Background: an optimization exercise with open tools, aiming at small area, a short achievable clock period and few clock cycles per item. Do not read the settings as production practice.
Where RTL was checked, it was by simulation tests only, not by an equivalence proof against the original.
Only the layout flow was run in runs 3 to 5; the RTL was not checked for function there.
Power figures rest on the tool's default switching activity, not on a simulated workload.

**flow/config.mk**
```make
export PLATFORM = sky130hd
export DESIGN_NAME = simd_alu_pipe
export DESIGN_NICKNAME = simd_alu_pipe
export VERILOG_FILES = /design/flow/design.v
export SDC_FILE = /design/flow/constraint.sdc
export NUM_CORES = 4
export LEC_CHECK = 0
export ABC_AREA = 1
export CAP_MARGIN = 20
export CORE_MARGIN = 2
export CORE_UTILIZATION = 40
export CTS_BUF_LIST = sky130_fd_sc_hd__clkbuf_8
export PLACE_DENSITY = 0.8
export SETUP_SLACK_MARGIN = 5
export SLEW_MARGIN = 20
```
**flow/constraint.sdc**
```tcl
create_clock -name core_clock -period 11.0 [get_ports {clk}]
set_input_delay 2.2000 -clock core_clock [delete_from_list [all_inputs] [get_ports {clk}]]
set_output_delay 2.2000 -clock core_clock [all_outputs]
set_load 0.01 [all_outputs]
```
**flow/design.v**
```verilog
module simd_cmp16 (
  input  logic [15:0] a,
  input  logic [15:0] b,
  input  logic [15:0] x,
  output logic        lt,
  output logic        eq
);
  logic [15:0] l0, e0;
  logic [7:0]  l1, e1;
  logic [3:0]  l2, e2;
  logic [1:0]  l3, e3;
  assign l0 = ~a & b;
  assign e0 = ~x;
  for (genvar i = 0; i < 8; i++) begin : g1
    assign l1[i] = l0[2*i+1] | (e0[2*i+1] & l0[2*i]);
    assign e1[i] = e0[2*i+1] & e0[2*i];
  end
  for (genvar i = 0; i < 4; i++) begin : g2
    assign l2[i] = l1[2*i+1] | (e1[2*i+1] & l1[2*i]);
    assign e2[i] = e1[2*i+1] & e1[2*i];
  end
  for (genvar i = 0; i < 2; i++) begin : g3
    assign l3[i] = l2[2*i+1] | (e2[2*i+1] & l2[2*i]);
    assign e3[i] = e2[2*i+1] & e2[2*i];
  end
  assign lt = l3[1] | (e3[1] & l3[0]);
  assign eq = e3[1] & e3[0];
endmodule
module simd_add (
  input  logic [63:0] a, input logic [63:0] p, input logic sub, input logic [2:0] brk,
  output logic [63:0] sum, output logic [3:0] co);
  logic [63:0] g;
  assign g = a & ~p;
  logic [15:0] G [4][5];
  logic [15:0] P [4][5];
  logic [3:0] gq, pq, cin;
  for (genvar q = 0; q < 4; q++) begin : gq_
    assign G[q][0] = g[q*16 +: 16];
    assign P[q][0] = p[q*16 +: 16];
    for (genvar l = 0; l < 4; l++) begin : gl
      for (genvar i = 0; i < 16; i++) begin : gi
        if (((i >> l) & 1) == 1) begin : gc
          localparam int J = ((i >> l) << l) - 1;
          assign G[q][l+1][i] = G[q][l][i] | (P[q][l][i] & G[q][l][J]);
          assign P[q][l+1][i] = P[q][l][i] & P[q][l][J];
        end else begin : gp
          assign G[q][l+1][i] = G[q][l][i];
          assign P[q][l+1][i] = P[q][l][i];
        end
      end
    end
    assign gq[q] = G[q][4][15];
    assign pq[q] = P[q][4][15];
    logic [15:0] c;
    assign c = {G[q][4][14:0] | (P[q][4][14:0] & {15{cin[q]}}), cin[q]};
    assign sum[q*16 +: 16] = p[q*16 +: 16] ^ c;
    assign co[q] = gq[q] | (pq[q] & cin[q]);
  end
  assign cin[0] = sub;
  assign cin[1] = brk[0] ? sub : co[0];
  assign cin[2] = brk[1] ? sub : co[1];
  assign cin[3] = brk[2] ? sub : co[2];
endmodule
module simd_shr (
  input  logic [63:0] d,
  input  logic [5:0]  amt0, amt1, amt2, amt3,
  input  logic [3:0]  fill,
  input  logic [2:0]  brk,
  input  logic        m2,
  output logic [63:0] q
);
  localparam int Q = 16;
  logic [5:0] amt [4];
  assign amt[0] = amt0;
  assign amt[1] = amt1;
  assign amt[2] = amt2;
  assign amt[3] = amt3;
  logic [63:0] st [7];
  assign st[0] = d;
  for (genvar k = 0; k < 6; k++) begin : g_stage
    localparam int D = 1 << k;
    for (genvar i = 0; i < 64; i++) begin : g_bit
      localparam int QI = i / Q;
      localparam int QS = (i + D) / Q;
      logic src;
      if (i + D > 63) begin : g_out
        assign src = fill[QI];
      end else if (QS == QI) begin : g_in
        assign src = st[k][i+D];
      end else if (k == 5) begin : g_k5
        assign src = st[k][i+D];
      end else if (k == 4) begin : g_k4
        if (QI == 1) begin : g_q1
          assign src = m2 ? fill[QI] : st[k][i+D];
        end else begin : g_qo
          assign src = st[k][i+D];
        end
      end else begin : g_lo
        assign src = brk[QI] ? fill[QI] : st[k][i+D];
      end
      assign st[k+1][i] = amt[QI][k] ? src : st[k][i];
    end
  end
  assign q = st[6];
endmodule
module simd_lane_adder (
  input  logic [63:0] a,
  input  logic [63:0] b,
  input  logic [1:0]  mode,
  input  logic [3:0]  op,
  input  logic        hold,
  input  logic [63:0] hq,
  output logic [63:0] res,
  output logic [3:0]  eq,
  output logic [3:0]  slt,
  output logic [3:0]  ult
);
  localparam int Q = 16;
  logic m2, m4;
  assign m2 = (mode == 2'd1);
  assign m4 = (mode == 2'd2);
  logic [2:0] brk;
  assign brk = {m4, m2 | m4, m4};
  function automatic logic [1:0] top_of(input logic m2f, input logic m4f, input int q);
    if (m4f)      top_of = 2'(q);
    else if (m2f) top_of = {q[1], 1'b1};
    else          top_of = 2'd3;
  endfunction
  logic [63:0] x;
  assign x = a ^ b;
  logic [3:0] ltq, eqq, lt_c, eq_c, slt_c, amsb, bmsb;
  for (genvar q = 0; q < 4; q++) begin : g_cmpq
    simd_cmp16 u_c (.a(a[q*Q +: Q]), .b(b[q*Q +: Q]), .x(x[q*Q +: Q]),
                    .lt(ltq[q]), .eq(eqq[q]));
    assign amsb[q] = a[q*Q+Q-1];
    assign bmsb[q] = b[q*Q+Q-1];
    if (q == 0) begin : g_c0
      assign lt_c[q] = ltq[q];
      assign eq_c[q] = eqq[q];
    end else begin : g_cn
      assign lt_c[q] = ltq[q] | (eqq[q] & ~brk[q-1] & lt_c[q-1]);
      assign eq_c[q] = eqq[q] & (brk[q-1] | eq_c[q-1]);
    end
    assign slt_c[q] = (amsb[q] ^ bmsb[q]) ? amsb[q] : lt_c[q];
  end
  assign eq  = m4 ? eq_c  : m2 ? {2'b00, eq_c[3],  eq_c[1]}  : {3'b000, eq_c[3]};
  assign ult = m4 ? lt_c  : m2 ? {2'b00, lt_c[3],  lt_c[1]}  : {3'b000, lt_c[3]};
  assign slt = m4 ? slt_c : m2 ? {2'b00, slt_c[3], slt_c[1]} : {3'b000, slt_c[3]};
  logic        sub;
  logic [63:0] sum;
  logic [3:0]  co, ov;
  assign sub = op[0];    
  simd_add u_add (.a(a), .p(x ^ {64{sub}}), .sub(sub), .brk(brk), .sum(sum), .co(co));
  for (genvar q = 0; q < 4; q++) begin : g_ov
    assign ov[q] = (amsb[q] == (bmsb[q] ^ sub)) & (sum[q*Q+Q-1] != amsb[q]);
  end
  logic        left, arith;
  assign left  = (op == 4'd5);
  assign arith = (op == 4'd7);
  function automatic logic [63:0] rev64(input logic [63:0] v);
    for (int i = 0; i < 64; i++) rev64[i] = v[63-i];
  endfunction
  logic [5:0] amt [4];
  for (genvar q = 0; q < 4; q++) begin : g_amt
    localparam int QR = 3 - q;           
    localparam int HN = q / 2;           
    localparam int HR = 1 - q / 2;       
    logic [5:0] an, ar;
    assign an = m4 ? {2'b00, b[q*Q +: 4]}  : m2 ? {1'b0, b[HN*32 +: 5]} : b[5:0];
    assign ar = m4 ? {2'b00, b[QR*Q +: 4]} : m2 ? {1'b0, b[HR*32 +: 5]} : b[5:0];
    assign amt[q] = left ? ar : an;
  end
  logic [3:0] fill;
  for (genvar q = 0; q < 4; q++) begin : g_fill
    assign fill[q] = arith & (m4 ? amsb[q] : m2 ? amsb[q | 1] : amsb[3]);
  end
  logic [63:0] shr;
  simd_shr u_shr (.d(left ? rev64(a) : a), .amt0(amt[0]), .amt1(amt[1]), .amt2(amt[2]),
                  .amt3(amt[3]), .fill(fill), .brk(brk), .m2(m2), .q(shr));
  logic is_as, is_and, is_or, is_xor, is_sll, is_shr, is_sats, is_addsu, is_subsu, is_mm;
  assign is_as    = (op[3:1] == 3'b000);
  assign is_and   = (op == 4'd2);
  assign is_or    = (op == 4'd3);
  assign is_xor   = (op == 4'd4);
  assign is_sll   = (op == 4'd5);
  assign is_shr   = (op[3:1] == 3'b011);
  assign is_sats  = (op[3:1] == 3'b100);
  assign is_addsu = (op == 4'd10);
  assign is_subsu = (op == 4'd11);
  assign is_mm    = (op[3:2] == 2'b11);
  for (genvar q = 0; q < 4; q++) begin : g_res
    logic [1:0]   t;
    logic         is_top, l_ov, l_co, pick_a, s_msb;
    logic         c_n, c_10, c_01, c_s, c_r, c_l, c_k, c_kt;
    logic [Q-1:0] aq, bq, sq, rq, lq, kq;
    assign t      = top_of(m2, m4, q);
    assign is_top = (t == 2'(q));
    assign aq     = a[q*Q +: Q];
    assign bq     = b[q*Q +: Q];
    assign sq     = sum[q*Q +: Q];
    assign l_ov   = ov[t];
    assign l_co   = co[t];
    assign s_msb  = amsb[t];
    assign pick_a = (op[1] ? lt_c[t] : slt_c[t]) ^ op[0];
    assign c_n  = ~hold & (is_and | is_or | is_mm);
    assign c_10 = ~hold & (is_or | is_xor | (is_mm & pick_a));
    assign c_01 = ~hold & (is_or | is_xor | (is_mm & ~pick_a));
    assign c_s  = ~hold & (is_as | (is_sats & ~l_ov) | (is_addsu & ~l_co) | (is_subsu & l_co));
    assign c_r  = ~hold & is_shr;
    assign c_l  = ~hold & is_sll;
    assign c_k  = ~hold & ((is_sats & l_ov & ~s_msb) | (is_addsu & l_co));
    assign c_kt = ~hold & ((is_sats & l_ov & (is_top ? s_msb : ~s_msb)) | (is_addsu & l_co));
    assign kq = {c_kt, {(Q-1){c_k}}};
    for (genvar i = 0; i < Q; i++) begin : g_bit
      assign rq[i] = ((c_n & aq[i]) & bq[i]) | ((c_10 & aq[i]) & ~bq[i]) | ((c_01 & bq[i]) & ~aq[i])
                   | (sq[i] & c_s) | (shr[q*Q+i] & c_r) | (shr[63-(q*Q+i)] & c_l)
                   | kq[i] | (hq[q*Q+i] & hold);
    end
    assign res[q*Q +: Q] = rq;
  end
endmodule
module simd_alu_pipe #(
  parameter int unsigned WIDTH     = 64,
  parameter int unsigned LANES_MAX = 4
) (
  input  logic             clk,
  input  logic             rst,
  input  logic             in_valid,
  output logic             in_ready,
  input  logic [WIDTH-1:0] a,
  input  logic [WIDTH-1:0] b,
  input  logic [1:0]       lane_mode,
  input  logic [3:0]       op,
  output logic             out_valid,
  input  logic             out_ready,
  output logic [WIDTH-1:0] result,
  output logic [LANES_MAX-1:0] eq,
  output logic [LANES_MAX-1:0] slt,
  output logic [LANES_MAX-1:0] ult
);
  logic        v;
  logic [63:0] res_d;
  logic [3:0]  eq_d, slt_d, ult_d;
  assign in_ready  = ~v | out_ready;
  assign out_valid = v;
  simd_lane_adder u_dp (
    .a(a), .b(b), .mode(lane_mode), .op(op), .hold(~in_ready), .hq(result),
    .res(res_d), .eq(eq_d), .slt(slt_d), .ult(ult_d)
  );
  always_ff @(posedge clk or posedge rst) begin
    if (rst) v <= 1'b0;
    else if (in_ready) v <= in_valid;
  end
  always_ff @(posedge clk) begin
    result <= res_d;
    if (in_ready) begin
      eq  <= eq_d;
      slt <= slt_d;
      ult <= ult_d;
    end
  end
endmodule
```
**flow/flow/run.sh**
```bash
#!/bin/bash
# The standard layout (standard.sh, with the standard synthesis), except
# that the ports are buffered with sky130_fd_sc_hd__buf_1 cells, which timing
# repair may then resize, instead of the cell buffer_ports picks by default.
# make's output goes to make.log here; each ORFS step logs under orfs/logs.
set -euo pipefail
bash standard.sh 'BUFFER_PORTS_ARGS=-buffer_cell sky130_fd_sc_hd__buf_1' finish > make.log 2>&1
```
**flow/standard.sh**
```bash
#!/bin/bash
# synth_recipe.tcl (not shown) runs the flow's synth.tcl, then flattens the netlist and writes it again
# the make line also repeats each setting of config.mk as NAME=value (left out here)
make -C /OpenROAD-flow-scripts/flow DESIGN_CONFIG=/design/flow/config.mk WORK_HOME=/design/flow/orfs CLKGATE_MAP_FILE= SYNTH_SCRIPT=/design/flow/synth_recipe.tcl "${@:-finish}"
```
==> results.json, run 1 <==
{
  "status": "no timing/DRC/antenna violations",
  "final_layout_size_suffix_gt1_share_pct": 8.03,
  "place_inst": 3618,
  "slew_viol_final": 0,
  "wl_um": 78600,
  "final_cells": 3671,
  "clock.fmax_mhz": 168,
  "hp-class": "reg -> reg",
  "ys.flop_type": "dfxtp_1",
  "core-area_um2": 40600,
  "crit_required_ns": 11.33,
  "setup_viol_count_final": 0,
  "synth_edf_count": 12,
  "num_io_pins": 216,
  "clock_skew_ns": 0.0274,
  "final_hold_viol_count": 0,
  "die_area_um2": 42600,
  "final_util_pct": 45.2,
  "syn2layout_area_growth_pct": 11.9,
  "ant_nets": 0,
  "dieHeight_um": 207,
  "grt_setup_unrepaired": "yes",
  "worstPathArrival_ns": 6.29,
  "finalCritPeriodShare_pct": 54.2,
  "grt_max_degree": 80,
  "synth_commonest_cells": "794 x nand2_1, 295 x inv_1, 291 x o21ai_0, 276 x nor2_1, 253 x nand3_1",
  "yosys_warnings": 10,
  "drv_cap": 0,
  "critPathLaunchType": "input pin",
  "initial_utilization_pct": 40.4,
  "rr_endpoint": "result[45]",
  "dpl.hpwl_um": 60700,
  "die_x_um": 207,
  "ys_ff_latch": 77,
  "ir_worst_vdd_mv": 0.0753,
  "worstHoldStart": "result[12]",
  "holdWs_ns": 0.598,
  "postSynthCellCount": 2997,
  "clock_sinks": 77,
  "synth_area_leader_cell": "nand2_1",
  "postCtsHoldBufs": 0,
  "criticalPathCategory": "in -> reg",
  "synth_top_cell_area_share_pct": 18.2,
  "ys_seq_area_share_pct": 10.2,
  "post-synth-top-count-cell": "nand2_1",
  "port_buffers": 215,
  "viasPerCell": 6.06,
  "hold_end": "result[12]",
  "fin_ws_ns": 5.04,
  "htreeDepth": 3,
  "grt_pass1_wl_um": 112000,
  "dpl_cell_area_um2": 17300,
  "p_leak_nw": 8.73,
  "num_rows": 74,
  "cp-end-kind": "flop",
  "async_flop_share_pct": 1.30,
  "via_count": 22300,
  "slew_headroom_pct": 27.3,
  "fin_nets": 3337,
  "syn_nets": 3201,
  "avgSynthCellArea_um2": 5.47,
  "grt-ovfl-total": 0,
  "power_density_nw_per_um2": 117,
  "gp_routability_congestion": 1.07,
  "fin_tns_setup_ns": 0,
  "antenna_found_initial": 1,
  "r2r_start": "v",
  "cts.reportedPaths.clkPinSlew_ns": 0.11,
  "clk_path_buf_depth": 2,
  "grt.total_usage_pct": 34.9,
  "clock_latency_ns": 0.46,
  "synth_area_leaders": "nand2_1 18%, o21ai_0 8.9%, dfxtp_1 7.8%",
  "root_buffer": "clkbuf_8",
  "fin_crit_ns": 5.96,
  "reg2reg_slack_ns": 7.32,
  "drt_first_pass_iters": 9,
  "worst-path-max-fanout": 34,
  "final_cell_area_um2": 18400,
  "grt_pass1_vias": 19100,
  "cts_made_buffers": 9,
  "cts_tree": "done",
  "syn_area_um2": 16400,
  "drt_iter0_drc": 3518,
  "dp_slack_ns": 3.49,
  "drc": 0,
  "tightest_slew_ns": 1.09,
  "yosysUniqueCellTypes": 66,
  "reg2reg_depth": 11,
  "avgRoutedWirePerCell_um": 21.4,
  "worstHoldPathCells": 4,
  "power_mw": 2.15
}
==> layer usage <==
metal	share of wire (%)	vias up	track usage, %	routed length [µm]
met5	0	-	0	0
met4	7.8	0	23.9	6170
met3	14	375	9.15	11000
met2	40	1676	50.0	31800
met1	38	9878	45.5	29600
li1	-	10300	-	-
==> cells by family (layout without fill, tap and decap cells) <==
group / Yosys count / in the layout / share of synthesized area [%]
other cells: 0 / 1 / 0
buf+inv: 471 / 608 / 12.2
simple gates: 1455 / 1457 / 38.0
fa+ha+maj: 66 / 66 / 5.03
flops: 77 / 77 / 10.2
mux: 25 / 25 / 1.53
compound gates: 808 / 810 / 27.5
xor+xnor: 95 / 95 / 5.71
==> registers in the layout, indices dropped and copies added, names as in the netlist <==
register,count
eq,4
v,1
ult,4
result,64
slt,4
==> cell usage in the layout, fill, tap and decap left out, types with 23 or more instances in the layout <==
cell type and n:
a211oi_1 29, nand4_1 23, o211ai_1 31, nor2_1 273, o21ai_1 195, xor2_1 63
inv_1 291, buf_4 47, nand2_1 783, buf_1 201, nand3b_1 25, o21ai_0 267
nand3_1 253, mux2i_1 23, a21oi_1 157, dfxtp_1 64, ha_1 63
==> where the power goes <==
part	switching [mW]	total, mW	internal [mW]	leakage [nW]
registers	0.0784	0.433	0.355	0.679
logic	0.970	1.40	0.433	7.92
clock network	0.147	0.309	0.162	0.131
==> worst max path at each step <==
stage                 start          to
6_report       lane_mode[0]  result[38]
5_1_grt        lane_mode[0]  result[45]
4_1_cts        lane_mode[0]  result[35]
3_5_place_dp          op[0]  result[38]
3_3_place_gp          op[0]  result[38]
2_1_floorplan         a[15]  result[59]
==> area by class of cell <==
| cell class | instances | area [µm²] |
|---|---|---|
| fillers | 4383 | 22300 |
| repair buffers | 272 | 1380 |
| clock inverters | 5 | 98.8 |
| diodes | 1 | 2.50 |
| inverters | 320 | 1230 |
| clock buffers | 11 | 151 |
| multi-input cells | 2453 | 13200 |
| flip-flops and latches | 77 | 1670 |
| well taps | 532 | 666 |
==> what timing repair did <==
| item | 4_1_cts | 5_1_grt |
|---|---|---|
| buffers inserted | 2 | 29 |
| cloned | 1 | 4 |
| endpoints found under the setup margin | 64 | 64 |
| resized for setup | 38 | 99 |
| pin swaps | 3 | 10 |
==> worst max-delay path, cell delays in order <==
cell and delay [ns]:
buf_1 0.16, inv_1 0.07, ha_2 0.24, buf_12 0.18
nor2_1 0.29, inv_1 0.28, o22ai_1 0.34, nand2_1 0.11
o21ai_2 0.09, buf_4 0.37, clkinvlp_4 0.23, nor2_1 0.15
inv_1 0.23, o21ai_1 0.29, a22o_1 0.30, nor2_1 0.10
a211oi_2 0.36, nand2_1 0.10, nor2_1 0.11, nand3_1 0.07
Testbench counts, summed over its fixed seeds: cycles 16,008, items 16,000.
==> run 2: changes to the inputs <==
==> flow/flow/run.sh (replaced) <==
#!/bin/bash
# The standard layout (standard.sh, with the standard synthesis), except
# that the ports are buffered with sky130_fd_sc_hd__buf_1 cells, which timing
# repair may then resize, instead of the cell buffer_ports picks by default,
# and timing repair aims at a setup slack of 5.25 ns.
# make's output goes to make.log here; each ORFS step logs under orfs/logs.
set -euo pipefail
bash standard.sh SETUP_SLACK_MARGIN=5.25 'BUFFER_PORTS_ARGS=-buffer_cell sky130_fd_sc_hd__buf_1' finish > make.log 2>&1
==> flow/config.mk (replaced) <==
export PLATFORM = sky130hd
export DESIGN_NAME = simd_alu_pipe
export DESIGN_NICKNAME = simd_alu_pipe
export VERILOG_FILES = /design/flow/design.v
export SDC_FILE = /design/flow/constraint.sdc
export NUM_CORES = 4
export LEC_CHECK = 0
export ABC_AREA = 1
export CAP_MARGIN = 40
export CORE_MARGIN = 2
export CORE_UTILIZATION = 40
export SLEW_MARGIN = 40
==> run 2 against run 1 <==
- count of clock-buffer cells in the layout up 1
- clock skew down 0.017 ns
- worst setup slack better by 0.26 ns
- combinational power up 14%
- highest routed layer is now met5
- first-iteration DRC count down 18%
- clock power up 3%
==> results.json, run 2 <==
{
  "status": "no timing/DRC/antenna violations",
  "finalCritPeriodShare_pct": 51.9,
  "syn2layout_area_growth_pct": 19.0,
  "post-synth-top-count-cell": "nand2_1",
  "ir_worst_vdd_mv": 0.106,
  "die_x_um": 207,
  "grt_pass1_wl_um": 130000,
  "synth_top_cell_area_share_pct": 18.2,
  "avgRoutedWirePerCell_um": 25.3,
  "htreeDepth": 3,
  "nFillCells": 4581,
  "ys_seq_area_share_pct": 10.2,
  "gr-usage-met1_pct": 58.8,
  "regMostFlops": "result",
  "ys.flop_type": "dfxtp_1",
  "ant_nets": 0,
  "drc": 0,
  "yosysUniqueCellTypes": 66,
  "final_layout_size_suffix_gt1_share_pct": 13.3,
  "crit_required_ns": 11.29,
  "clock_skew_ns": 0.0100,
  "fin_ws_ns": 5.29,
  "setup_viol_count_final": 0,
  "final_util_pct": 48.0,
  "die_area_um2": 42600,
  "core-area_um2": 40600,
  "synth_edf_count": 12,
  "p_leak_nw": 9.14,
  "postCtsHoldBufs": 0,
  "viasPerCell": 6.09,
  "grt.total_usage_pct": 41.6,
  "cts_tree": "done",
  "tightest_slew_ns": 1.37,
  "dpl.hpwl_um": 72800,
  "drt_iter0_drc": 2896,
  "reg2reg_slack_ns": 7.35,
  "criticalPathCategory": "in -> reg",
  "slew_headroom_pct": 8.39,
  "antenna_found_initial": 5,
  "ys_ff_latch": 77,
  "cts.reportedPaths.clkPinSlew_ns": 0.08,
  "largest_reg_flops": 64,
  "seq_area_um2": 1670,
  "postSynthCellCount": 2997,
  "grt_setup_unrepaired": "yes",
  "critPathLaunchType": "input pin",
  "clock.fmax_mhz": 175,
  "cp-end-kind": "flop",
  "slew_viol_final": 0,
  "clock_sinks": 77,
  "hp-class": "reg -> reg",
  "grt_pass1_vias": 19900,
  "worst-path-max-fanout": 13,
  "drv_cap": 0,
  "final_hold_viol_count": 0,
  "gp_routability_congestion": 1.05,
  "dp_slack_ns": 3.61,
  "synth_area_leaders": "nand2_1 18%, o21ai_0 8.9%, dfxtp_1 7.8%",
  "num_rows": 74,
  "clock_latency_ns": 0.40,
  "use_met3_pct": 13.6,
  "power_density_nw_per_um2": 120,
  "avgSynthCellArea_um2": 5.47,
  "syn_area_um2": 16400,
  "final_cell_mix": "769 x nand2_1, 286 x inv_1, 263 x nor2_1",
  "worstPathArrival_ns": 6.00,
  "grt_max_degree": 81,
  "grtUsageMet2_pct": 58.7,
  "dieHeight_um": 207,
  "yosys_warnings": 10,
  "num_io_pins": 216,
  "root_buffer": "clkbuf_16",
  "clk_path_buf_depth": 2,
  "synth_area_leader_cell": "nand2_1",
  "final_common_cell": "nand2_1",
  "syn_nets": 3201,
  "wl_um": 93800,
  "initial_utilization_pct": 40.4,
  "port_buffers": 215,
  "cts_made_buffers": 9,
  "async_flop_share_pct": 1.30,
  "drt_first_pass_iters": 8,
  "synth_commonest_cells": "794 x nand2_1, 295 x inv_1, 291 x o21ai_0, 276 x nor2_1, 253 x nand3_1",
  "power_mw": 2.34,
  "fin_tns_setup_ns": 0,
  "via_count": 22600,
  "grt-ovfl-total": 0,
  "fin_nets": 3370,
  "multi_input_area_um2": 13900,
  "top_usage_layer": "met1",
  "fin_crit_ns": 5.71
}
==> run 2: worst paths after layout <==
kind	from	to	depth (start not counted)
max in group asynchronous	rst	v	2
setup reg to reg	v	result[46]	12
setup / recovery	lane_mode[0]	result[57]	20
min in group asynchronous	rst	v	2
hold / removal	result[13]	result[13]	4
hold reg to reg	result[13]	result[13]	4
==> run 2: repair_timing <==
item / 4_1_cts / 5_1_grt
setup endpoints to repair: 65 / 65
endpoints found under the hold margin: 0 / 0
setup buffers: 21 / 26
gates resized for setup: 150 / 198
gates cloned: 0 / 11
pin swaps: 15 / 27
==> run 2: cell type report <==
cell class                      count  area share, %
Multi-Input combinational cell   2454           71.2
Timing Repair Buffer              304           9.21
Sequential cell                    77           8.53
Inverter                          320           6.33
Tap cell                          532           3.41
Clock buffer                       12           1.21
Clock inverter                      4          0.135
Antenna cell                        1         0.0128
==> run 2: stage by stage <==
step / std cells / hold WS, ns / cell area, µm²
2_1_floorplan: 2997 / 0.586 / 16400
3_3_place_gp: 3628 / 0.558 / 17400
3_5_place_dp: 3629 / 0.566 / 17400
4_1_cts: 3666 / 0.587 / 18400
5_1_grt: 3704 / 0.644 / 19500
6_report: 3704 / 0.590 / 19500
==> run 2: report_power, final <==
| group | internal, mW | total (mW) | switching, mW |
|---|---|---|---|
| registers | 0.355 | 0.437 | 0.0820 |
| logic | 0.493 | 1.59 | 1.10 |
| clock network | 0.153 | 0.318 | 0.165 |
==> run 2: cell families (layout without fill, tap and decap cells) <==
| logic type | after synthesis | in the layout | share of synthesized area, % |
|---|---|---|---|
| other cells | 0 | 1 | 0 |
| mux | 25 | 25 | 1.53 |
| buf+inv | 471 | 640 | 12.2 |
| simple gates | 1455 | 1460 | 38.0 |
| compound gates | 808 | 808 | 27.5 |
| xor+xnor | 95 | 95 | 5.71 |
| flops | 77 | 77 | 10.2 |
| fa+ha+maj | 66 | 66 | 5.03 |
==> run 2: critical path, cell delays in order <==
cell and delay [ns]:
buf_1 0.09, inv_1 0.06, ha_2 0.32, buf_12 0.20
nor2_4 0.06, buf_4 0.15, o22ai_4 0.18, o21ai_2 0.16
o21ai_4 0.34, buf_4 0.18, mux2i_1 0.25, o21ai_0 0.22
o21ai_1 0.31, o21ai_2 0.20, o21ai_4 0.32, nor2_1 0.10
a211oi_2 0.27, nand3_1 0.13, a21oi_1 0.15, nand2_1 0.07
==> run 2: layer usage <==
| layer | share of wire (%) | up-vias |
|---|---|---|
| met2 | 40 | 1387 |
| li1 | - | 10400 |
| met5 | 0.025 | - |
| met3 | 13 | 225 |
| met1 | 42 | 10600 |
| met4 | 3.7 | 4 |
==> run 3: changes to the inputs <==
--- a/flow/design.v
+++ b/flow/design.v
@@ -160,15 +160,27 @@
   function automatic logic [63:0] rev64(input logic [63:0] v);
     for (int i = 0; i < 64; i++) rev64[i] = v[63-i];
   endfunction
+  logic s1x, s2n, s2r, s4n, s4r;
+  assign s1x = ~m2 & ~m4;
+  assign s2n = m2 & ~left;
+  assign s2r = m2 & left;
+  assign s4n = m4 & ~left;
+  assign s4r = m4 & left;
   logic [5:0] amt [4];
   for (genvar q = 0; q < 4; q++) begin : g_amt
     localparam int QR = 3 - q;           
     localparam int HN = q / 2;           
     localparam int HR = 1 - q / 2;       
-    logic [5:0] an, ar;
-    assign an = m4 ? {2'b00, b[q*Q +: 4]}  : m2 ? {1'b0, b[HN*32 +: 5]} : b[5:0];
-    assign ar = m4 ? {2'b00, b[QR*Q +: 4]} : m2 ? {1'b0, b[HR*32 +: 5]} : b[5:0];
-    assign amt[q] = left ? ar : an;
+    for (genvar k = 0; k < 6; k++) begin : g_k
+      if (k < 4) begin : g_lo
+        assign amt[q][k] = (s1x & b[k]) | (s2n & b[HN*32+k]) | (s2r & b[HR*32+k])
+                         | (s4n & b[q*Q+k]) | (s4r & b[QR*Q+k]);
+      end else if (k == 4) begin : g_4
+        assign amt[q][k] = (s1x & b[k]) | (s2n & b[HN*32+k]) | (s2r & b[HR*32+k]);
+      end else begin : g_5
+        assign amt[q][k] = s1x & b[k];
+      end
+    end
   end
   logic [3:0] fill;
   for (genvar q = 0; q < 4; q++) begin : g_fill
==> flow/flow/run.sh (replaced) <==
#!/bin/bash
# The standard layout (standard.sh, with the standard synthesis), except
# that the ports are buffered with sky130_fd_sc_hd__buf_1 cells, which timing
# repair may then resize, instead of the cell buffer_ports picks by default.
# make's output goes to make.log here; each ORFS step logs under orfs/logs.
set -euo pipefail
bash standard.sh 'BUFFER_PORTS_ARGS=-buffer_cell sky130_fd_sc_hd__buf_1' finish > make.log 2>&1
--- a/flow/config.mk
+++ b/flow/config.mk
@@ -9,4 +9,5 @@
 export CAP_MARGIN = 40
 export CORE_MARGIN = 2
 export CORE_UTILIZATION = 40
+export SETUP_SLACK_MARGIN = 5
 export SLEW_MARGIN = 40
==> run 3 against run 2 <==
- sequential share of layout area grew 0.19 points
- total power grew 1.1%
- critical path type unchanged
- largest power group unchanged
- largest cell class unchanged
- sequential power shrank 5.0%
- non-clock buffer count shrank 20
- still clean on timing, DRC and antenna
==> results.json, run 3 <==
{
  "cp-end-kind": "flop",
  "hold_end": "result[47]",
  "gp_routability_congestion": 1.07,
  "slew_headroom_pct": 38.3,
  "synth_commonest_cells": "895 x nand2_1, 368 x o21ai_0, 335 x nand3_1, 317 x inv_1, 194 x nor2_1",
  "slew_viol_final": 0,
  "rr_endpoint": "result[57]",
  "dp_slack_ns": 3.23,
  "crit_chain": "buf_1 > clkinv_2 > ha_4 > xor2_2 > inv_1 > a21oi_1 > nand3_1 > a21oi_2 > nand3_2 > nand3_1 > nand2_1 > nand2_2 > nand2_4 > nand2_4 > nand3_1 > nand3_2 > nand2_2 > nand2_2 > nand2_4 > nand2_4 > nand4_1 > nand2_2 > nand2_2 > nand3_1",
  "ys.flop_type": "dfxtp_1",
  "switching_power_mw": 1.33,
  "largest_reg_flops": 64,
  "ir_worst_vdd_mv": 0.0847,
  "grt-ovfl-total": 0,
  "cts.reportedPaths.clkPinSlew_ns": 0.07,
  "grt_pass1_vias": 21300,
  "avgSynthCellArea_um2": 5.43,
  "num_rows": 74,
  "clock_latency_ns": 0.41,
  "clkPwrFrac_pct": 16.5,
  "post-synth-top-count-cell": "nand2_1",
  "syn2layout_area_growth_pct": 14.2,
  "grt_setup_unrepaired": "yes",
  "final_cells": 3780,
  "grt.total_usage_pct": 43.2,
  "syn_nets": 3282,
  "clock_sinks": 77,
  "viasPerCell": 6.10,
  "final_hold_viol_count": 0,
  "worst-path-max-fanout": 8,
  "fin_ws_ns": 5.10,
  "via_count": 23000,
  "cts_made_buffers": 9,
  "wl_um": 98700,
  "final_cell_area_um2": 19100,
  "final_cell_mix": "872 x nand2_1, 343 x o21ai_0, 329 x nand3_1",
  "final_layout_size_suffix_gt1_share_pct": 9.56,
  "status": "no timing/DRC/antenna violations",
  "core-area_um2": 41000,
  "grt_pass1_wl_um": 139000,
  "postCtsHoldBufs": 0,
  "async_flop_share_pct": 1.30,
  "place_inst": 3710,
  "multi_input_area_um2": 13500,
  "cts_tree": "done",
  "root_buffer": "clkbuf_16",
  "p_sw_share_pct": 56.1,
  "ys_seq_area_share_pct": 9.96,
  "regMostFlops": "result",
  "dieHeight_um": 208,
  "clock_skew_ns": 0.0164,
  "synth_edf_count": 12,
  "nFillCells": 4697,
  "reg2reg_slack_ns": 7.44,
  "pwr-share-seq_pct": 17.5,
  "drc": 0,
  "crit_required_ns": 11.34,
  "r2r_start": "v",
  "slowest_delay_ns": 0.43,
  "holdWs_ns": 0.593,
  "cp_slowest_cell": "ha_4",
  "p_int_mw": 1.04,
  "worstHoldStart": "result[47]",
  "drv_cap": 0,
  "port_buffers": 215,
  "critPathLaunchType": "input pin",
  "fin_tns_setup_ns": 0,
  "power_density_nw_per_um2": 124,
  "hp-class": "reg -> reg",
  "clk_path_buf_depth": 2,
  "crit_top_cell": "nand2_2",
  "dpl.hpwl_um": 77400,
  "crit_family": "simple AND/OR/NAND/NOR gates",
  "p_comb_share_pct": 66.0,
  "tightest_slew_ns": 0.925,
  "yosys_warnings": 10,
  "final_common_cell": "nand2_1",
  "initial_utilization_pct": 40.8,
  "die_area_um2": 43500,
  "antenna_found_initial": 6,
  "dpl_cell_area_um2": 17800,
  "cp_num_buf_inv": 3,
  "seq_area_um2": 1670,
  "grt_max_degree": 96,
  "synth_top_cell_area_share_pct": 20.1,
  "syn_area_um2": 16700,
  "die_x_um": 208,
  "fin_crit_ns": 5.90,
  "ys_ff_latch": 77,
  "clock.fmax_mhz": 169,
  "reg2reg_depth": 10,
  "synth_area_leader_cell": "nand2_1",
  "worstHoldPathCells": 4,
  "p_leak_nw": 9.33,
  "ant_nets": 0,
  "drt_first_pass_iters": 8,
  "num_io_pins": 216,
  "avgRoutedWirePerCell_um": 26.1,
  "finalCritPeriodShare_pct": 53.7,
  "drt_iter0_drc": 2631,
  "htreeDepth": 3,
  "yosysUniqueCellTypes": 68,
  "synth_area_leaders": "nand2_1 20%, o21ai_0 11%, nand3_1 10%",
  "postSynthCellCount": 3078,
  "criticalPathCategory": "in -> reg",
  "fin_nets": 3442,
  "setup_viol_count_final": 0,
  "worstPathArrival_ns": 6.24
}
## run 3: cell count changes after synthesis, sizes merged, moves of 10 or more
cell | before | now
a211oi | 37 | 3
clkbuf | 75 | 85
nor2 | 281 | 200
inv | 313 | 338
buf | 76 | 59
nor3 | 15 | 28
nand3 | 265 | 348
nand2 | 811 | 915
nand4 | 26 | 82
or2 | 22 | 39
o21ai | 488 | 423
## run 3: layer usage
| metal | routed length [µm] | vias to the layer above | global-route usage (%) | share of wire [%] |
|---|---|---|---|---|
| li1 | - | 10600 | - | - |
| met1 | 37100 | 10700 | 51.0 | 38 |
| met2 | 43700 | 1392 | 69.9 | 44 |
| met3 | 8890 | 340 | 7.46 | 9.0 |
| met4 | 9010 | 2 | 33.4 | 9.1 |
| met5 | 12 | - | 0 | 0.012 |
## run 3: layout make-up
type,count,area share (%)
multi-input cells,2518,70.9
flip-flops and latches,77,8.73
clock buffers,12,1.40
clock inverters,4,0.400
repair inverters,2,0.0655
inverters,346,7.00
well taps,532,3.48
repair buffers,284,7.96
diodes,5,0.0655
## run 3: how the worst max path moves through the flow
stage | startpoint | to | slack (ns) | depth (start not counted)
global placement | op[0] | result[25] | 3.31 | 22
detailed placement | op[0] | result[58] | 3.23 | 19
finish | a[31] | result[8] | 5.10 | 24
floorplan | out_ready | in_ready | 5.72 | 4
global route | a[12] | result[34] | 4.97 | 31
CTS | a[15] | result[7] | 4.97 | 26
## run 3: repair_timing
item / 4_1_cts / 5_1_grt
pin swaps: 5 / 18
cloned: 3 / 8
setup endpoints to repair: 64 / 64
buffers inserted: 10 / 28
resized for setup: 63 / 89
## run 3: power by group through the flow
stage	registers [mW]	logic [mW]	clock network, mW
2_1_floorplan	0.424	0.906	0
3_3_place_gp	0.417	1.42	0
3_5_place_dp	0.417	1.43	0
4_1_cts	0.411	1.46	0.387
5_1_grt	0.418	1.68	0.399
6_report	0.415	1.57	0.390
## run 3: stage by stage
| stage | utilization (%) | total power [mW] |
|---|---|---|
| 6_report | 46.6 | 2.37 |
| 5_1_grt | 46.5 | 2.49 |
| 4_1_cts | 45.1 | 2.26 |
| 3_5_place_dp | 43.3 | 1.85 |
| 3_3_place_gp | 43.2 | 1.84 |
| 2_1_floorplan | - | 1.33 |
## run 3: worst reg2reg max path, stage by stage (launching register included)
cell and delay, ns:
dfrtp_1 0.38, inv_1 0.09, nor2_4 0.03, buf_4 0.30, inv_4 0.17, buf_4 0.68
buf_4 0.82, nand2_2 0.49, a21oi_1 0.26, o21ai_0 0.14, nand4_1 0.15
## run 3: cells by family (layout without fill, tap and decap cells)
logic type	Yosys count	in the layout	share of synthesized area, %
mux	16	16	0.958
xor+xnor	98	98	6.19
other cells	0	5	0
simple gates	1649	1656	43.7
flops	77	77	9.96
fa+ha+maj	66	66	4.94
compound gates	682	682	22.0
buf+inv	490	648	12.2
==> run 4: changes to the inputs <==
--- a/flow/design.v
+++ b/flow/design.v
@@ -134,15 +134,17 @@
                     .lt(ltq[q]), .eq(eqq[q]));
     assign amsb[q] = a[q*Q+Q-1];
     assign bmsb[q] = b[q*Q+Q-1];
-    if (q == 0) begin : g_c0
-      assign lt_c[q] = ltq[q];
-      assign eq_c[q] = eqq[q];
-    end else begin : g_cn
-      assign lt_c[q] = ltq[q] | (eqq[q] & ~brk[q-1] & lt_c[q-1]);
-      assign eq_c[q] = eqq[q] & (brk[q-1] | eq_c[q-1]);
-    end
     assign slt_c[q] = (amsb[q] ^ bmsb[q]) ? amsb[q] : lt_c[q];
   end
+  logic lt_h0, eq_h0, lt_h1, eq_h1, lt_f, eq_f;
+  assign lt_h0 = ltq[1] | (eqq[1] & ltq[0]);
+  assign eq_h0 = eqq[1] & eqq[0];
+  assign lt_h1 = ltq[3] | (eqq[3] & ltq[2]);
+  assign eq_h1 = eqq[3] & eqq[2];
+  assign lt_f  = lt_h1 | (eq_h1 & lt_h0);
+  assign eq_f  = eq_h1 & eq_h0;
+  assign lt_c = {m4 ? ltq[3] : m2 ? lt_h1 : lt_f, ltq[2], m4 ? ltq[1] : lt_h0, ltq[0]};
+  assign eq_c = {m4 ? eqq[3] : m2 ? eq_h1 : eq_f, eqq[2], m4 ? eqq[1] : eq_h0, eqq[0]};
   assign eq  = m4 ? eq_c  : m2 ? {2'b00, eq_c[3],  eq_c[1]}  : {3'b000, eq_c[3]};
   assign ult = m4 ? lt_c  : m2 ? {2'b00, lt_c[3],  lt_c[1]}  : {3'b000, lt_c[3]};
   assign slt = m4 ? slt_c : m2 ? {2'b00, slt_c[3], slt_c[1]} : {3'b000, slt_c[3]};
--- a/flow/config.mk
+++ b/flow/config.mk
@@ -6,8 +6,9 @@
 export NUM_CORES = 4
 export LEC_CHECK = 0
 export ABC_AREA = 1
-export CAP_MARGIN = 40
+export CAP_MARGIN = 20
 export CORE_MARGIN = 2
 export CORE_UTILIZATION = 40
+export CTS_BUF_LIST = sky130_fd_sc_hd__clkbuf_4 sky130_fd_sc_hd__clkbuf_8
 export SETUP_SLACK_MARGIN = 5
-export SLEW_MARGIN = 40
+export SLEW_MARGIN = 20
==> run 4 against run 3 <==
- utilization fell by 1.1 points
- die area fell by 0.15%
- worst setup slack got worse by 0.031 ns
- area after synthesis fell by 0.16%
- wire length fell by 13%
- sequential power rose by 2%
- clock power fell by 25%
- largest power group unchanged
==> results.json, run 4 <==
{
  "finalCritPeriodShare_pct": 54.0,
  "dp_slack_ns": 3.17,
  "p_leak_nw": 9.15,
  "pwr-share-seq_pct": 19.2,
  "criticalPathCategory": "in -> reg",
  "num_io_pins": 216,
  "fin_nets": 3474,
  "grt_pass1_vias": 19700,
  "gp_routability_congestion": 1.07,
  "final_common_cell": "nand2_1",
  "power_density_nw_per_um2": 119,
  "postCtsHoldBufs": 0,
  "yosys_warnings": 10,
  "synth_area_leaders": "nand2_1 20%, o21ai_0 13%, nand3_1 10%",
  "syn2layout_area_growth_pct": 11.6,
  "ant_nets": 0,
  "htreeDepth": 3,
  "drv_cap": 0,
  "dpl.hpwl_um": 67800,
  "crit_family": "simple AND/OR/NAND/NOR gates",
  "final_layout_size_suffix_gt1_share_pct": 7.91,
  "cp-end-kind": "flop",
  "grt_max_degree": 63,
  "clock_skew_ns": 0.0143,
  "ys.flop_type": "dfxtp_1",
  "fin_tns_setup_ns": 0,
  "setup_viol_count_final": 0,
  "num_rows": 74,
  "synth_commonest_cells": "906 x nand2_1, 425 x o21ai_0, 343 x nand3_1, 326 x inv_1, 245 x nor2_1",
  "initial_utilization_pct": 40.7,
  "clk_path_buf_depth": 2,
  "cts_tree": "done",
  "grt_setup_unrepaired": "yes",
  "grt-ovfl-total": 0,
  "core-area_um2": 41000,
  "p_comb_share_pct": 67.6,
  "worst-path-max-fanout": 41,
  "synth_edf_count": 12,
  "cts_made_buffers": 9,
  "worstPathArrival_ns": 6.33,
  "tightest_slew_ns": 0.981,
  "p_int_mw": 0.944,
  "post-synth-top-count-cell": "nand2_1",
  "cts.reportedPaths.clkPinSlew_ns": 0.10,
  "hp-class": "reg -> reg",
  "syn_nets": 3340,
  "regMostFlops": "result",
  "clkPwrFrac_pct": 13.2,
  "final_cell_area_um2": 18600,
  "avgSynthCellArea_um2": 5.32,
  "die_area_um2": 43400,
  "viasPerCell": 5.91,
  "ir_worst_vdd_mv": 0.0738,
  "critPathLaunchType": "input pin",
  "grt_pass1_wl_um": 124000,
  "status": "no timing/DRC/antenna violations",
  "synth_top_cell_area_share_pct": 20.4,
  "dpl_cell_area_um2": 17700,
  "slowest_delay_ns": 0.54,
  "dieHeight_um": 208,
  "die_x_um": 208,
  "postSynthCellCount": 3136,
  "yosysUniqueCellTypes": 61,
  "final_hold_viol_count": 0,
  "fin_ws_ns": 5.06,
  "root_buffer": "clkbuf_8",
  "slew_viol_final": 0,
  "clock_sinks": 77,
  "final_cell_mix": "892 x nand2_1, 414 x o21ai_0, 338 x nand3_1",
  "cp_num_buf_inv": 6,
  "ys_ff_latch": 77,
  "fin_crit_ns": 5.94,
  "ys_seq_area_share_pct": 9.98,
  "drt_first_pass_iters": 8,
  "drc": 0,
  "slew_headroom_pct": 33.9,
  "crit_chain": "clkbuf_16 > inv_4 > nor2_4 > nand2_8 > nand2_1 > inv_1 > a221oi_2 > inv_1 > nor3_4 > buf_4 > clkinvlp_4 > nand2_1 > o21ai_0 > nand2_1 > nand2_1 > nand2_1 > nand2_1 > o21ai_0 > a21oi_1 > nand2_1 > nor2_1 > nand3_1",
  "crit_top_cell": "nand2_1",
  "drt_iter0_drc": 3325,
  "wl_um": 86000,
  "async_flop_share_pct": 1.30,
  "via_count": 22500,
  "crit_required_ns": 11.40,
  "largest_reg_flops": 64,
  "grt.total_usage_pct": 37.9,
  "switching_power_mw": 1.27,
  "cp_slowest_cell": "o21ai_0",
  "syn_area_um2": 16700,
  "avgRoutedWirePerCell_um": 22.6,
  "p_sw_share_pct": 57.3,
  "synth_area_leader_cell": "nand2_1",
  "antenna_found_initial": 1,
  "clock.fmax_mhz": 168,
  "clock_latency_ns": 0.45,
  "port_buffers": 215
}
[run 4: cell count changes after synthesis, sizes merged, moves of 4 or more]
| cell | previous run | this run |
|---|---|---|
| a31oi | 13 | 17 |
| mux2i | 16 | 8 |
| o21ai | 423 | 450 |
| buf | 59 | 53 |
| a21oi | 162 | 181 |
| nor3 | 28 | 19 |
| nand4 | 82 | 49 |
| inv | 338 | 332 |
| nor2 | 200 | 247 |
| nand2 | 915 | 919 |
| clkbuf | 85 | 104 |
| nand3b | 29 | 34 |
| clkinv | 8 | 4 |
[run 4: worst paths after layout]
path                             from         end  slack [ns]  cells past startpoint
max reg2reg                         v  result[52]        7.74                      9
min in group asynchronous         rst           v        1.53                      2
min                        result[57]  result[57]        0.60                      4
max in group asynchronous         rst           v        9.39                      2
min reg2reg                result[57]  result[57]        0.60                      4
max                             op[0]  result[12]        5.06                     22
[run 4: power by group through the flow]
stage | clock network (mW) | registers [mW] | logic (mW)
floorplan | 0 | 0.425 | 0.902
global placement | 0 | 0.429 | 1.39
detailed placement | 0 | 0.427 | 1.38
CTS | 0.290 | 0.421 | 1.40
global route | 0.298 | 0.426 | 1.61
finish | 0.291 | 0.425 | 1.49
[run 4: logic make-up after synthesis]
logic type	count (synthesis)	share of synthesized area (%)
buffers and inverters	493	12.1
and+or+nand+nor	1663	42.9
AOI/OAI and AO/OA	728	23.4
adders and majority gates	66	4.95
DFF	77	9.98
xor gates and xnor gates	101	6.22
muxes	8	0.480
[run 4: layer usage]
layer  part of all wire [%]  up-vias  track usage, %  wire [µm]
met2                     41     1448            55.0      35500
met3                     13      199            9.54      11200
met4                    4.4        2            15.1       3770
li1                       -    10700               -          -
met5                  0.015        -               0         13
met1                     41    10200            53.1      35600
[run 4: final cells by class]
class                           instances  area, µm²
Timing Repair Buffer                  274       1320
Tap cell                              532        666
Clock inverter                          5       81.3
Sequential cell                        77       1670
Fill cell                            4728      22400
Multi-Input combinational cell       2569      13400
Timing Repair inverter                  3       22.5
Antenna cell                            1       2.50
Inverter                              336       1310
Clock buffer                           11        151
[run 4: through the flow]
stage	utilization, %	hold WS [ns]	power [mW]	instances
finish	45.4	0.597	2.21	3808
global route	45.4	0.653	2.34	3807
CTS	44.3	0.589	2.11	3782
detailed placement	43.2	0.563	1.81	3756
global placement	43.2	0.573	1.81	3756
floorplan	-	0.595	1.33	3136
[run 4: what timing repair did]
action / CTS / global route
pin swaps: 3 / 11
gates resized for setup: 47 / 77
endpoints found under the hold margin: 0 / 0
endpoints found under the setup margin: 64 / 64
buffers inserted: 8 / 21
cloned: 2 / 4
[run 4: worst register-to-register path, delay by kind of cell, from the launching register on]
kind,cells,cell delay (ns)
buf+inv,6,2.41
flops,1,0.39
simple gates,3,0.40
==> run 5: changes to the inputs <==
--- a/flow/design.v
+++ b/flow/design.v
@@ -27,10 +27,11 @@
   assign eq = e3[1] & e3[0];
 endmodule
 module simd_add (
-  input  logic [63:0] a, input logic [63:0] p, input logic sub, input logic [2:0] brk,
+  input  logic [63:0] a, input logic [63:0] bx, input logic sub, input logic [2:0] brk,
   output logic [63:0] sum, output logic [3:0] co);
-  logic [63:0] g;
-  assign g = a & ~p;
+  logic [63:0] p, g;
+  assign p = a ^ bx;
+  assign g = a & bx;
   logic [15:0] G [4][5];
   logic [15:0] P [4][5];
   logic [3:0] gq, pq, cin;
@@ -39,10 +40,9 @@
     assign P[q][0] = p[q*16 +: 16];
     for (genvar l = 0; l < 4; l++) begin : gl
       for (genvar i = 0; i < 16; i++) begin : gi
-        if (((i >> l) & 1) == 1) begin : gc
-          localparam int J = ((i >> l) << l) - 1;
-          assign G[q][l+1][i] = G[q][l][i] | (P[q][l][i] & G[q][l][J]);
-          assign P[q][l+1][i] = P[q][l][i] & P[q][l][J];
+        if (i >= (1 << l)) begin : gc
+          assign G[q][l+1][i] = G[q][l][i] | (P[q][l][i] & G[q][l][i-(1<<l)]);
+          assign P[q][l+1][i] = P[q][l][i] & P[q][l][i-(1<<l)];
         end else begin : gp
           assign G[q][l+1][i] = G[q][l][i];
           assign P[q][l+1][i] = P[q][l][i];
@@ -134,27 +134,26 @@
                     .lt(ltq[q]), .eq(eqq[q]));
     assign amsb[q] = a[q*Q+Q-1];
     assign bmsb[q] = b[q*Q+Q-1];
+    if (q == 0) begin : g_c0
+      assign lt_c[q] = ltq[q];
+      assign eq_c[q] = eqq[q];
+    end else begin : g_cn
+      assign lt_c[q] = ltq[q] | (eqq[q] & ~brk[q-1] & lt_c[q-1]);
+      assign eq_c[q] = eqq[q] & (brk[q-1] | eq_c[q-1]);
+    end
     assign slt_c[q] = (amsb[q] ^ bmsb[q]) ? amsb[q] : lt_c[q];
   end
-  logic lt_h0, eq_h0, lt_h1, eq_h1, lt_f, eq_f;
-  assign lt_h0 = ltq[1] | (eqq[1] & ltq[0]);
-  assign eq_h0 = eqq[1] & eqq[0];
-  assign lt_h1 = ltq[3] | (eqq[3] & ltq[2]);
-  assign eq_h1 = eqq[3] & eqq[2];
-  assign lt_f  = lt_h1 | (eq_h1 & lt_h0);
-  assign eq_f  = eq_h1 & eq_h0;
-  assign lt_c = {m4 ? ltq[3] : m2 ? lt_h1 : lt_f, ltq[2], m4 ? ltq[1] : lt_h0, ltq[0]};
-  assign eq_c = {m4 ? eqq[3] : m2 ? eq_h1 : eq_f, eqq[2], m4 ? eqq[1] : eq_h0, eqq[0]};
   assign eq  = m4 ? eq_c  : m2 ? {2'b00, eq_c[3],  eq_c[1]}  : {3'b000, eq_c[3]};
   assign ult = m4 ? lt_c  : m2 ? {2'b00, lt_c[3],  lt_c[1]}  : {3'b000, lt_c[3]};
   assign slt = m4 ? slt_c : m2 ? {2'b00, slt_c[3], slt_c[1]} : {3'b000, slt_c[3]};
   logic        sub;
-  logic [63:0] sum;
+  logic [63:0] bx, sum;
   logic [3:0]  co, ov;
   assign sub = op[0];    
-  simd_add u_add (.a(a), .p(x ^ {64{sub}}), .sub(sub), .brk(brk), .sum(sum), .co(co));
+  assign bx  = b ^ {64{sub}};
+  simd_add u_add (.a(a), .bx(bx), .sub(sub), .brk(brk), .sum(sum), .co(co));
   for (genvar q = 0; q < 4; q++) begin : g_ov
-    assign ov[q] = (amsb[q] == (bmsb[q] ^ sub)) & (sum[q*Q+Q-1] != amsb[q]);
+    assign ov[q] = (amsb[q] == bx[q*Q+Q-1]) & (sum[q*Q+Q-1] != amsb[q]);
   end
   logic        left, arith;
   assign left  = (op == 4'd5);
@@ -162,27 +161,15 @@
   function automatic logic [63:0] rev64(input logic [63:0] v);
     for (int i = 0; i < 64; i++) rev64[i] = v[63-i];
   endfunction
-  logic s1x, s2n, s2r, s4n, s4r;
-  assign s1x = ~m2 & ~m4;
-  assign s2n = m2 & ~left;
-  assign s2r = m2 & left;
-  assign s4n = m4 & ~left;
-  assign s4r = m4 & left;
   logic [5:0] amt [4];
   for (genvar q = 0; q < 4; q++) begin : g_amt
     localparam int QR = 3 - q;           
     localparam int HN = q / 2;           
     localparam int HR = 1 - q / 2;       
-    for (genvar k = 0; k < 6; k++) begin : g_k
-      if (k < 4) begin : g_lo
-        assign amt[q][k] = (s1x & b[k]) | (s2n & b[HN*32+k]) | (s2r & b[HR*32+k])
-                         | (s4n & b[q*Q+k]) | (s4r & b[QR*Q+k]);
-      end else if (k == 4) begin : g_4
-        assign amt[q][k] = (s1x & b[k]) | (s2n & b[HN*32+k]) | (s2r & b[HR*32+k]);
-      end else begin : g_5
-        assign amt[q][k] = s1x & b[k];
-      end
-    end
+    logic [5:0] an, ar;
+    assign an = m4 ? {2'b00, b[q*Q +: 4]}  : m2 ? {1'b0, b[HN*32 +: 5]} : b[5:0];
+    assign ar = m4 ? {2'b00, b[QR*Q +: 4]} : m2 ? {1'b0, b[HR*32 +: 5]} : b[5:0];
+    assign amt[q] = left ? ar : an;
   end
   logic [3:0] fill;
   for (genvar q = 0; q < 4; q++) begin : g_fill
@@ -226,7 +213,7 @@
     assign c_kt = ~hold & ((is_sats & l_ov & (is_top ? s_msb : ~s_msb)) | (is_addsu & l_co));
     assign kq = {c_kt, {(Q-1){c_k}}};
     for (genvar i = 0; i < Q; i++) begin : g_bit
-      assign rq[i] = ((c_n & aq[i]) & bq[i]) | ((c_10 & aq[i]) & ~bq[i]) | ((c_01 & bq[i]) & ~aq[i])
+      assign rq[i] = (aq[i] & bq[i] & c_n) | (aq[i] & ~bq[i] & c_10) | (~aq[i] & bq[i] & c_01)
                    | (sq[i] & c_s) | (shr[q*Q+i] & c_r) | (shr[63-(q*Q+i)] & c_l)
                    | kq[i] | (hq[q*Q+i] & hold);
     end
==> flow/run.sh (new file) <==
#!/bin/bash
# synth_recipe.tcl (not shown) runs the flow's synth.tcl, then flattens the netlist and writes it again
# the make line also repeats each setting of config.mk as NAME=value (left out here)
make -C /OpenROAD-flow-scripts/flow DESIGN_CONFIG=/design/flow/config.mk WORK_HOME=/design/flow/orfs CLKGATE_MAP_FILE= SYNTH_SCRIPT=/design/flow/synth_recipe.tcl finish
--- a/flow/config.mk
+++ b/flow/config.mk
@@ -8,7 +8,5 @@
 export ABC_AREA = 1
 export CAP_MARGIN = 20
 export CORE_MARGIN = 2
-export CORE_UTILIZATION = 40
-export CTS_BUF_LIST = sky130_fd_sc_hd__clkbuf_4 sky130_fd_sc_hd__clkbuf_8
-export SETUP_SLACK_MARGIN = 5
+export CORE_UTILIZATION = 25
 export SLEW_MARGIN = 20
removed: flow/flow/run.sh
removed: flow/standard.sh
==> run 5 against run 4 <==
- worst setup slack worse by 1.1 ns
- die area up 80%
- utilization down 16 points
- first-iteration DRC count down 21%
- total power up 5.1%
- cell area up 18%
- non-clock buffer count down 39
==> results.json, run 5 <==
{
  "status": "no timing/DRC/antenna violations",
  "wl_um": 96100,
  "synth_top_cell_area_share_pct": 18.9,
  "final_layout_size_suffix_gt1_share_pct": 3.84,
  "syn_nets": 3660,
  "ys.flop_type": "dfxtp_1",
  "fin_crit_ns": 7.06,
  "avgRoutedWirePerCell_um": 22.2,
  "power_density_nw_per_um2": 106,
  "postSynthCellCount": 3260,
  "place_inst": 4312,
  "async_flop_share_pct": 1.30,
  "cp_slowest_cell": "buf_4",
  "synth_area_leader_cell": "nand2_1",
  "finalCritPeriodShare_pct": 64.2,
  "num_rows": 100,
  "setup_viol_count_final": 0,
  "critPathLaunchType": "input pin",
  "crit_family": "simple AND/OR/NAND/NOR gates",
  "htreeDepth": 3,
  "final_cell_mix": "953 x nand2_1, 382 x nand3_1, 290 x inv_1",
  "hp-class": "reg -> reg",
  "fin_nets": 3755,
  "drt_first_pass_iters": 6,
  "tightest_slew_ns": 1.03,
  "regMostFlops": "result",
  "worst-path-stages": 18,
  "core-area_um2": 74700,
  "synth_commonest_cells": "954 x nand2_1, 382 x nand3_1, 291 x inv_1, 259 x ha_1, 226 x o21ai_1",
  "postCtsHoldBufs": 0,
  "drv_cap": 0,
  "worstHoldPathCells": 4,
  "ir_worst_vdd_mv": 0.0955,
  "cp_num_buf_inv": 3,
  "p_leak_nw": 10.6,
  "post-synth-top-count-cell": "nand2_1",
  "yosysUniqueCellTypes": 60,
  "viasPerCell": 5.28,
  "criticalPathCategory": "in -> reg",
  "synth_top_family_by_area": "simple AND/OR/NAND/NOR gates",
  "drt_iter0_drc": 2622,
  "clock_latency_ns": 0.39,
  "dieHeight_um": 279,
  "muxShareOfSynthArea_pct": 0.317,
  "clock_sinks": 77,
  "syn_area_um2": 18900,
  "cts_setup_buffers": 0,
  "fin_tns_setup_ns": 0,
  "crit_required_ns": 11.24,
  "synth_area_leaders": "nand2_1 19%, ha_1 17%, nand3_1 10%",
  "synth_compound_area_share_pct": 19.5,
  "synth_edf_count": 12,
  "worst-path-max-fanout": 88,
  "grt_max_degree": 89,
  "antenna_found_initial": 1,
  "grt_pass1_wl_um": 139000,
  "synth_simple_gate_area_share_pct": 37.4,
  "slew_headroom_pct": 31.1,
  "syn2layout_area_growth_pct": 16.2,
  "final_hold_viol_count": 0,
  "final_common_cell": "nand2_1",
  "dpl.hpwl_um": 78200,
  "root_buffer": "clkbuf_16",
  "post_cts_resized": 0,
  "initial_utilization_pct": 25.3,
  "grt-ovfl-total": 0,
  "port_buffers": 215,
  "ys_ff_latch": 77,
  "num_io_pins": 216,
  "crit_top_cell": "nand2_1",
  "synthXorXnorAreaFrac_pct": 5.83,
  "drc": 0,
  "clock_skew_ns": 0.0125,
  "grt_pass1_vias": 21300,
  "reg2reg_depth": 12,
  "die_area_um2": 77900,
  "largest_reg_flops": 64,
  "avgSynthCellArea_um2": 5.81,
  "die_x_um": 279,
  "grt.total_usage_pct": 23.7,
  "slowest_delay_ns": 0.64,
  "ys_seq_area_share_pct": 8.81,
  "crit_chain": "buf_4 > inv_4 > nor2_4 > nand2_4 > inv_4 > nand2_1 > nand2_1 > o21ai_0 > o21ai_1 > nand2_1 > a21oi_1 > o21ai_1 > nand2_1 > o21ai_1 > o21ai_0 > nor2_1 > nor3_1 > nand3_1",
  "grt_setup_unrepaired": "no",
  "final_cells": 4330,
  "clk_path_buf_depth": 2,
  "worstPathArrival_ns": 7.30,
  "via_count": 22900,
  "cp-end-kind": "flop",
  "yosys_warnings": 10,
  "slew_viol_final": 0,
  "gp_routability_congestion": 1.01,
  "cts_tree": "done",
  "clock.fmax_mhz": 142,
  "cts.reportedPaths.clkPinSlew_ns": 0.07,
  "ant_nets": 0,
  "cts_made_buffers": 9,
  "synthAdderAreaFrac_pct": 17.4
}
## run 5: cell types whose count changed after synthesis, sizes merged, moves of 40 or more
cell,change
ha,+193
nand2,+51
clkbuf,-46
nor2,-44
nand3,+43
o21ai,-43
buf,+40
## run 5: where the power goes
group	internal, mW	switching (mW)	total, mW
clock	0.199	0.152	0.350
combinational	0.537	1.01	1.55
sequential	0.358	0.0656	0.424
total	1.09	1.23	2.32
## run 5: metrics by stage
step	hold WS [ns]	utilization, %	worst slack (ns)	cell area, µm²	power, mW
after floorplan	0.616	-	5.07	18900	1.31
after CTS	0.638	29.4	4.08	22000	2.29
after global routing	0.692	29.5	3.56	22000	2.47
after global placement	0.613	29.0	3.70	21600	1.94
final	0.632	29.5	3.94	22000	2.32
after detailed placement	0.609	29.0	3.68	21600	1.94
## run 5: metal layers
metal / vias to the layer above / routed length, µm / global-route usage (%)
met3: 208 / 8040 / 3.55
met4: 0 / 4610 / 10.7
li1: 11000 / - / -
met2: 1034 / 42600 / 37.6
met5: - / 0 / 0
met1: 10600 / 40800 / 31.7
## run 5: cell families after synthesis
logic type / count (synthesis)
xor+xnor: 126
buf+inv: 468
flops: 77
mux: 6
compound gates: 662
fa+ha+maj: 262
simple gates: 1659
## run 5: worst paths after layout
path                            start         end  slack, ns
setup / recovery                op[0]  result[44]       3.94
hold / removal             result[44]  result[44]       0.63
setup reg to reg                    v   result[2]       7.52
hold reg to reg            result[44]  result[44]       0.63
max in group asynchronous         rst           v       8.96
min in group asynchronous         rst           v       1.95
## run 5: final cells by class
| class | instances | area [µm²] |
|---|---|---|
| clock inverter | 6 | 87.6 |
| multi-input combinational | 2715 | 15300 |
| tap | 969 | 1210 |
| antenna | 1 | 2.50 |
| clock buffer | 10 | 229 |
| timing repair buffer | 235 | 2320 |
| sequential | 77 | 1670 |
| inverter | 317 | 1200 |
| fill | 8502 | 52700 |
## run 5: worst min-delay path, delay by kind of cell, from the launching register on
| family | cells | cell delay, ns |
|---|---|---|
| AND/OR/NAND/NOR | 4 | 0.27 |
| flip-flops | 1 | 0.34 |

## port drivers added, routing unchanged
How much do the figures lean on ideal ports? The routed layouts below were timed once more, with nothing changed but the port constraints.
Step 1 sets driving cells, clkbuf_16 on the clock port and buf_2 on the other inputs (assumed; they add their load-dependent delay and slew).
Step 2 adds t to the input delays and takes it off the output delays; t is the mean of the earliest and latest rising clock arrival at the registers after step 1. Input paths then give back, and output paths get back, about the clock's delay inside the block.
Three values: no drivers, after step 1, after step 2; two values: the first two.
run | t (ns) | setup WS [ns] | hold WS [ns] | pins driven straight from the clock port
run 1 | 0.499 | 5.039 / 5.056 / 4.557 | 0.598 / 0.598 / 0.598 | 1
run 2 | 0.451 | 5.295 / 5.296 / 4.846 | 0.590 / 0.590 / 0.590 | 1
run 3 | 0.457 | 5.096 / 5.064 / 4.607 | 0.593 / 0.593 / 0.593 | 1
run 4 | 0.499 | 5.065 / 5.060 / 4.561 | 0.597 / 0.597 / 0.597 | 1
run 5 | 0.442 | 3.939 / 3.970 / 3.528 | 0.632 / 0.632 / 0.632 | 1
After both steps every run listed still meets setup and hold. For run 4, which loses most, drivers alone change the setup slack by -0.005 ns; drivers and shift together by -0.504 ns.
